Source: an optimization exercise on an open RTL-to-GDS flow (aim: small area). Production flows keep margins and buffers that such runs may drop.
Where RTL was checked, it was by simulation tests only, not by an equivalence proof against the original.
The clock port is modelled as an ideal driver, which makes a skipped or thinned clock tree look cheaper than it is; a real chip needs a root buffer or a tree.
Power and IR drop assume default switching activity.

## rev 12
==> module ts_pes_reassembler_core, before the edit <==
module ts_pes_reassembler_core
(
    input  logic                clk,
    input  logic                rst_n,
    input  logic                ts_valid,
    output logic                ts_stall,
    input  logic [7:0]   ts_byte,
    output logic                pes_valid,
    input  logic                pes_stall,
    output logic [7:0]   pes_byte,
    output logic                pes_end,
    output logic [7:0]   pes_stream_id,
    output logic [15:0]         pes_total_length
);
    logic [7:0]  pos_reg;       
    logic        open_reg;      
    logic [15:0] left_reg;      
    logic [7:0]  sid_reg;
    logic [15:0] tot_reg;       
    logic        accept, taking, owed, hold, push, pop, clear;
    logic        at4, at5, at6, at7, at8, at9, past3, in_hdr;
    logic        cand, cand_next;
    logic        q_not_empty, q_full, q_one;
    logic [7:0]  pos_flip;
    logic        pos_wrap;
    logic [15:0] left_flip, tot_flip;
    logic        load_hi, load_lo;
    assign at4    = (pos_reg == POS_BASE + 8'd4);
    assign at5    = (pos_reg == POS_BASE + 8'd5);
    assign at6    = (pos_reg == POS_BASE + 8'd6);
    assign at7    = (pos_reg == POS_BASE + 8'd7);
    assign at8    = (pos_reg == POS_BASE + 8'd8);
    assign at9    = (pos_reg == POS_BASE + 8'd9);
    assign past3  = (pos_reg >= POS_BASE + 8'd4);
    assign in_hdr = (pos_reg >= POS_BASE + 8'd5) && (pos_reg <= POS_BASE + 8'd9);
    assign taking = open_reg && (left_reg != '0);
    assign cand   = !open_reg && q_not_empty;
    assign owed   = open_reg && (left_reg == '0);
    assign hold   = cand && in_hdr && !(at9 && ts_valid);
    assign ts_stall = (q_full && pes_stall) || (at4 && owed && (pes_stall || !q_one));
    assign accept   = ts_valid && !ts_stall;
    always_comb
    begin
        if (at4)
            cand_next = !taking && (ts_byte == 8'h00);
        else if (at5)
            cand_next = cand && (ts_byte == 8'h00);
        else if (at6)
            cand_next = cand && (ts_byte == 8'h01);
        else
            cand_next = cand;
    end
    assign push    = accept && ((cand_next && (at4 || in_hdr)) || (taking && past3));
    assign clear   = accept && cand && (at5 || at6) && !cand_next;
    assign load_hi = accept && cand && at8;
    assign load_lo = accept && cand && at9;
    always_comb
    begin
        logic t;
        t = accept;
        for (int i = 0; i < 8; i++)
        begin
            pos_flip[i] = t;
            t = t && pos_reg[i];
        end
        pos_wrap = t;
        t = accept && taking && past3;
        for (int i = 0; i < 8; i++)
        begin
            left_flip[i] = t;
            t = t && !left_reg[i];
        end
        t = accept && taking && past3 && (left_reg[7:0] == 8'd0);
        for (int i = 8; i < 16; i++)
        begin
            left_flip[i] = t;
            t = t && !left_reg[i];
        end
        t = push;
        for (int i = 0; i < 8; i++)
        begin
            tot_flip[i] = t;
            t = t && tot_reg[i];
        end
        t = push && (tot_reg[7:0] == 8'hff);
        for (int i = 8; i < 16; i++)
        begin
            tot_flip[i] = t;
            t = t && tot_reg[i];
        end
    end
    always_ff @(posedge clk)
    begin
        if (accept)
        begin
            if (cand && at7)
                sid_reg <= ts_byte;
        end
        left_reg[15:8] <= load_hi ? ts_byte : (left_reg[15:8] ^ left_flip[15:8]);
        left_reg[7:0]  <= load_lo ? ts_byte : (left_reg[7:0] ^ left_flip[7:0]);
        tot_reg <= (accept && cand && at7) ? 16'd4 : (tot_reg ^ tot_flip);
    end
    always_ff @(posedge clk or negedge rst_n)
    begin
        if (!rst_n)
        begin
            pos_reg  <= POS_BASE;
            open_reg <= 1'b0;
        end
        else
        begin
            pos_reg <= (pos_reg ^ pos_flip) | (POS_BASE & {8{pos_wrap}});
            if (load_lo)
                open_reg <= 1'b1;
            else if (pes_end && !pes_stall)
                open_reg <= 1'b0;
        end
    end
    assign pop = pes_valid && !pes_stall;
    tspes_beat_fifo u_fifo
    (
        .clk       (clk),
        .rst_n     (rst_n),
        .push      (push),
        .din       (ts_byte),
        .pop       (pop),
        .clear     (clear),
        .head      (pes_byte),
        .not_empty (q_not_empty),
        .full      (q_full),
        .one       (q_one)
    );
    assign pes_valid        = q_not_empty && !hold;
    assign pes_end          = owed && q_one;
    assign pes_stream_id    = pes_end ? sid_reg : 8'd0;
    assign pes_total_length = pes_end ? tot_reg : 16'd0;
endmodule
Settings: LEC_CHECK=0, CAP_MARGIN=0, CELL_PAD_IN_SITES_DETAIL_PLACEMENT=0, CELL_PAD_IN_SITES_GLOBAL_PLACEMENT=0, CORE_MARGIN=2, CORE_UTILIZATION=60, CTS_BUF_LIST=sky130_fd_sc_hd__clkbuf_8, GPL_TIMING_DRIVEN=0, PLACE_DENSITY=0.75, SLEW_MARGIN=0; clock period 6.5 ns.
standard.sh (not shown) runs the stock make flow with config.mk's settings and CLKGATE_MAP_FILE= SYNTH_SCRIPT=/design/flow/synth_recipe.tcl, a recipe that flattens the netlist after the stock synthesis.
==> flow/flow/run.sh <==
#!/bin/bash
# The standard layout, with three changes: after floorplan the combinational
# logic is re-mapped for area by OpenROAD's restructure; the ports are
# buffered by the smallest buffer (sky130_fd_sc_hd__buf_1); and the clock
# port drives a few clock buffers directly, one per group of registers
# (flow/clock_groups.tcl), instead of TritonCTS's two-level tree.
set -euo pipefail
here=$(pwd)
mkdir -p "$here/rsz"
python3 flow/liberty_keep.py "$FLOW_HOME/platforms/sky130hd/lib/sky130_fd_sc_hd__tt_025C_1v80.lib" \
    "$here/rsz/keep.lib" \
    "sky130_fd_sc_hd__probe_p_8 sky130_fd_sc_hd__probec_p_8 sky130_fd_sc_hd__lpflow_*" \
    > liberty_keep.log 2>&1
export RSZ_LIB="$here/rsz/keep.lib"
export RSZ_DIR="$here/rsz"
bash standard.sh "POST_FLOORPLAN_TCL=$here/flow/restructure.tcl" \
    "BUFFER_PORTS_ARGS=-buffer_cell sky130_fd_sc_hd__buf_1" \
    "PRE_CTS_TCL=$here/flow/clock_groups.tcl" finish > flow_make.log 2>&1
Other scripts of this flow, unchanged in this note and not shown: flow/flow/clock_groups.tcl, flow/flow/liberty_keep.py, flow/flow/restructure.tcl
#### Input delta (rev 13 over rev 12)
--- a/flow/design.v
+++ b/flow/design.v
@@ -91,9 +91,9 @@
     assign in_hdr = (pos_reg >= POS_BASE + 8'd5) && (pos_reg <= POS_BASE + 8'd9);
     assign taking = open_reg && (left_reg != '0);
     assign cand   = !open_reg && q_not_empty;
     assign owed   = open_reg && (left_reg == '0);
-    assign hold   = cand && in_hdr && !(at9 && ts_valid);
+    assign hold   = cand && !(at9 && ts_valid);
     assign ts_stall = (q_full && pes_stall) || (at4 && owed && (pes_stall || !q_one));
     assign accept   = ts_valid && !ts_stall;
     always_comb
     begin
@@ -105,9 +105,9 @@
             cand_next = cand && (ts_byte == 8'h01);
         else
             cand_next = cand;
     end
-    assign push    = accept && ((cand_next && (at4 || in_hdr)) || (taking && past3));
+    assign push    = accept && (cand_next || (taking && past3));
     assign clear   = accept && cand && (at5 || at6) && !cand_next;
     assign load_hi = accept && cand && at8;
     assign load_lo = accept && cand && at9;
     always_comb
Findings:
Rev 13 finished every stage and its layout cleared the timing, design-rule and antenna checks.
Between rev 12 and rev 13, the flow reports number of logic stages on the critical path including buffering increasing by more than 10%.
Fmax | rev 13 vs rev 12 | rev 13 slower
Post-layout net count: rev 13 vs rev 12 up 5
Per the comparison of rev 13 with rev 12, minimum setup slack in the final design -0.36 ns, synthesized cell count -4.6%, power -about 2.3%, ratio of final minimum period to clock period +5.5 points.
Rev 13 vs rev 12: slew at the pin closest to its max-slew limit down
Changes observed in rev 13 relative to rev 12: sequential share of layout area decreased by 0.83 points relative to the old numbers, number of sequential storage elements closely matched the old numbers.
Function not checked in rev 13: the RTL went through the layout flow alone. No run of this note takes its clock network from TritonCTS; it comes from the design's own scripts or RTL.

-- re-timing with driven ports --
How much do the figures lean on ideal ports? The routed layouts below were timed once more, with nothing changed but the port constraints.
Step 1 sets driving cells, clkbuf_16 on the clock port and buf_2 on the other inputs (assumed; they add their load-dependent delay and slew).
Step 2 also shifts input and output timing later by t, the mid clock arrival at the registers, as if the neighbouring blocks saw the same clock.
Slacks: ideal ports / drivers / drivers and shift; pairs: ideal ports / drivers.
run | t (ns) | setup WS [ns] | latest minus earliest clock arrival (ns)
rev 12 | 0.235 | 0.874 / 0.920 / 0.685 | 0.008 / 0.008
rev 13 | 0.232 | 0.518 / 0.563 / 0.330 | 0.007 / 0.007
After both steps setup and hold are still met in every run listed. For rev 12, which loses most, drivers alone change the setup slack by +0.046 ns; drivers and shift together by -0.189 ns.
